Context: an optimization exercise on an open-source flow, tuned for small area, a short achievable clock period and few clock cycles per item. The choices shown serve that exercise and are no tape-out recipe.
Where RTL was checked, it was by simulation tests only, not by an equivalence proof against the original.
Power and IR drop assume default switching activity.

Design bresenham_line_stepper_top, start of the top module:
module bresenham_line_stepper_top (
    input  wire logic                            aclk,
    input  wire logic                            aresetn,
    input  wire logic                            cfg_wr_en,
    input  wire logic [bls_pkg::CFG_IDX_W-1:0]   cfg_index,
    input  wire logic [bls_pkg::CFG_DATA_W-1:0]  cfg_wdata,
    input  wire logic                            s_tvalid,
    output logic                                 s_tready,
    input  wire logic [103:0]                    s_tdata,
    input  wire logic                            s_tuser,
    output logic                                 m_tvalid,
    input  wire logic                            m_tready,
    output logic [103:0]                         m_tdata,
    output logic                                 m_tuser,
    output logic                                 m_tlast
);
    localparam int LW = 29;             
    logic [WIN_W-1:0]   win_width_reg;
    logic [WIN_W-1:0]   win_height_reg;
    logic [PITCH_W-1:0] row_pitch_reg;
    logic [BPP_W-1:0]   bpp_reg;
    logic [COLOR_W-1:0] default_color_reg;
    always_ff @(posedge aclk) begin
        if (!aresetn) begin
            win_width_reg     <= WIN_WIDTH_RST;
            win_height_reg    <= WIN_HEIGHT_RST;
            row_pitch_reg     <= ROW_PITCH_RST;
  ...
For scale: ~2,700 cells after synthesis, about 290 flip-flops, ~250 I/O pins, ~24,000 um^2 of cells after synthesis.
export LEC_CHECK = 0
export CAP_MARGIN = 20
export CORE_MARGIN = 2
export CORE_UTILIZATION = 40
export CTS_BUF_LIST = sky130_fd_sc_hd__clkbuf_16
export CTS_CLUSTER_DIAMETER = 80
export CTS_CLUSTER_SIZE = 40
export SETUP_SLACK_MARGIN = 4.0
export SLEW_MARGIN = 20
create_clock -name core_clock -period 8.5 [get_ports {aclk}]
standard.sh (not shown) runs the stock make flow with config.mk's settings and CLKGATE_MAP_FILE= SYNTH_SCRIPT=/design/flow/synth_recipe.tcl, a recipe that flattens the netlist after the stock synthesis.
==> flow/flow/run.sh <==
#!/bin/bash
# The standard layout (the standard.sh), with the port buffers made from buf_1 cells
# instead of the buffer that buffer_ports picks by default. Every port still gets a buffer.
set -euo pipefail
export BUFFER_PORTS_ARGS="-buffer_cell sky130_fd_sc_hd__buf_1"
bash standard.sh > standard.log 2>&1
Testbench counts at the start, summed over its fixed seeds: cycles 300,770, items 279,162.
Rerun with:
Settings changed: SETUP_SLACK_MARGIN 4.0 to 3.5.
Outcome: Area after synthesis stays the same; core utilization drops by 2.9 points; design area drops by a few percent; sequential power hardly moves; global-route usage drops by 0.96 points; final cell count drops by a few percent; clock power drops by a few percent; clock skew climbs by 0.017 ns; count of clock-buffer cells in the layout drops by 1; power drops by roughly a tenth.
Rerun with:
Settings changed: SETUP_SLACK_MARGIN 3.5 to 3.25.
Sequential share of layout area went down by 0.23 points; core utilization grows by 0.35 points; die area is unchanged.
Rerun with:
Settings changed: CORE_UTILIZATION 40 to 50, SETUP_SLACK_MARGIN 3.25 to 3.75.
Effect:
- The new run ran to the end with no violations
- sequential share of layout area decreases by 0.37 points
- cell area rises by 1.5%
- power came out higher by 0.62%
- non-clock buffer count climbs by 48
- via count increases by about 0.8%
- area after synthesis is unchanged
- sequential power hardly moves
- die area shrinks by 20%
- setup slack improved by 0.42 ns
- routed wire length drops by about 4.5%
- combinational power goes up by 5.6%

---

Setup of build 59:
Another version of the RTL of bresenham_line_stepper_top (not shown whole).
Size: ~2,900 cells after synthesis, roughly 280 flip-flops, roughly 250 I/O pins.
==> flow/config.mk <==
export PLATFORM = sky130hd
export DESIGN_NAME = bresenham_line_stepper_top
export DESIGN_NICKNAME = bresenham_line_stepper_top
export VERILOG_FILES = /design/flow/design.v
export SDC_FILE = /design/flow/constraint.sdc
export NUM_CORES = 4
export LEC_CHECK = 0
export CAP_MARGIN = 20
export CORE_MARGIN = 2
export CORE_UTILIZATION = 65
export PLACE_DENSITY = 0.75
export SETUP_SLACK_MARGIN = 4.5
export SLEW_MARGIN = 20
==> flow/constraint.sdc <==
create_clock -name core_clock -period 8.5 [get_ports {aclk}]
set_input_delay 1.7000 -clock core_clock [delete_from_list [all_inputs] [get_ports {aclk}]]
set_output_delay 1.7000 -clock core_clock [all_outputs]
set_load 0.01 [all_outputs]
run.sh (not shown) runs the stock make flow with config.mk's settings and CLKGATE_MAP_FILE= SYNTH_SCRIPT=/design/flow/synth_recipe.tcl, a recipe that flattens the netlist after the stock synthesis.
Stock flow here: none of the scripts above is used.
#### Input delta (build 86 over build 59)
--- a/flow/config.mk
+++ b/flow/config.mk
@@ -8,6 +8,6 @@
 export CAP_MARGIN = 20
 export CORE_MARGIN = 2
-export CORE_UTILIZATION = 65
-export PLACE_DENSITY = 0.75
-export SETUP_SLACK_MARGIN = 4.5
+export CORE_UTILIZATION = 40
+export SETUP_SLACK_MARGIN = 5
 export SLEW_MARGIN = 20
+export TNS_END_PERCENT = 100
==> run notes <==
Build 86 ends up with a clock group share of total power that is 1.2 points higher than in build 59.
On clock power, the higher figure sits with build 86, not build 59.
Build 86 ended up with register to register as its kind of critical path; build 59 ended up with input port to register.
| layout-stage area growth over the synthesis result | build 86 vs build 59 | 5.8 points higher |
Summary: with build 59 as the reference, peak supply drop in build 86 moved down by more than a quarter.
Row setup slack: build 86 higher / build 59 lower
The run showing the smaller final cell count is build 59.
Comparing build 59 and build 86, number of cells after detailed placement is higher on build 86.
Largest net degree at the start of global routing came out exactly the same in build 59 and build 86.
Compared with build 59, build 86 shows number of setup buffers added after CTS that has gone up by more than a quarter.
Compare build 59 and build 86 | global-route usage lower: build 86
### build 86 -> build 17
--- a/flow/config.mk
+++ b/flow/config.mk
@@ -9,5 +9,4 @@
 export CORE_MARGIN = 2
 export CORE_UTILIZATION = 40
-export SETUP_SLACK_MARGIN = 5
+export SETUP_SLACK_MARGIN = 3.5
 export SLEW_MARGIN = 20
-export TNS_END_PERCENT = 100
## What came out
Final worst slack: build 17 vs build 86 down 0.13 ns. Sort build 86 and build 17 by fraction of standard cell area in multi-input logic, descending, and build 17 comes first. Going from build 86 to build 17, number of buffers added for setup after CTS shrank by more than half. Cell count, build 86 and build 17: higher on build 86. Global-route wire length before repair: build 86 and build 17 compared, lower one is build 17. The core of build 17 is less densely filled than that of build 86. Build 17 vs build 86, fraction of power consumed by sequential logic went up by 3.2 points. As of build 17, post-route standard cell area excluding fillers had fallen by a little under 10% compared to build 86. Of build 86 and build 17, build 17 shows the lower global routing met1 resource utilization, with build 86 above it.
Here is what was changed in the inputs of build 51 compared with build 17.
--- a/flow/config.mk
+++ b/flow/config.mk
@@ -6,7 +6,8 @@
 export NUM_CORES = 4
 export LEC_CHECK = 0
+export ABC_CLOCK_PERIOD_IN_PS = 4000
 export CAP_MARGIN = 20
 export CORE_MARGIN = 2
 export CORE_UTILIZATION = 40
-export SETUP_SLACK_MARGIN = 3.5
+export SETUP_SLACK_MARGIN = 4.3
 export SLEW_MARGIN = 20
--- outcome ---
- Re antenna diode count: build 51 and build 17 aren't equal, and the higher value belongs to build 51.
- Taking build 17 as 1.0, build 51 lands at 0.941 on total of clock buffers placed in the layout.
- Looking at final design area excluding fillers across both flows, build 51 is the weaker of the two, with build 17 ahead.
- Build 51 ended up with a higher part of the total power dissipated in combinational logic than build 17 did.
- Peak supply drop (higher): build 51
- Post-synthesis to final-layout area growth (higher): build 51
No functional check of the RTL was part of any run of this note.

[re-timing with driven ports]
The results above use ideal ports. As a check the final layouts listed here were re-extracted and re-timed, cells and wires unchanged.
Step 1 assumes that a clkbuf_16 drives the clock port and a buf_2 every other input.
Step 2, shift: input delay + t, output delay - t, t = (earliest + latest rising clock arrival at the registers) / 2. This alone moves slack from input paths to output paths.
Slacks: ideal / step 1 / step 2; pairs: ideal / step 1.
| run | t (ns) | slack for setup (ns) | worst hold slack (ns) | worst setup path after step 2 | clock arrival spread, ns |
|---|---|---|---|---|---|
| the first run of note 1 | 0.648 | 3.720 / 3.720 / 3.412 | 0.466 / 0.466 / 0.466 | input to register | 0.018 / 0.018 |
| the second run of note 1 | 0.645 | 3.579 / 3.579 / 3.255 | 0.470 / 0.470 / 0.470 | input to register | 0.037 / 0.037 |
| the third run of note 1 | 0.661 | 3.312 / 3.312 / 3.245 | 0.469 / 0.469 / 0.469 | input to register | 0.031 / 0.031 |
| the fourth run of note 1 | 0.621 | 3.733 / 3.733 / 3.337 | 0.470 / 0.470 / 0.470 | input to register | 0.022 / 0.023 |
| build 59 | 0.639 | 3.383 / 3.394 / 2.755 | 0.463 / 0.463 / 0.463 | input to register | 0.029 / 0.029 |
| build 86 | 0.641 | 3.653 / 3.622 / 2.981 | 0.466 / 0.466 / 0.466 | input to register | 0.048 / 0.048 |
| build 17 | 0.613 | 3.520 / 3.520 / 2.963 | 0.466 / 0.466 / 0.466 | input to register | 0.026 / 0.027 |
| build 51 | 0.609 | 3.488 / 3.488 / 2.958 | 0.463 / 0.463 / 0.463 | input to register | 0.041 / 0.041 |
After both steps setup and hold are still met in every run listed. The setup slack of build 86, which loses most, moves by -0.031 ns with the drivers and by -0.672 ns with both steps.
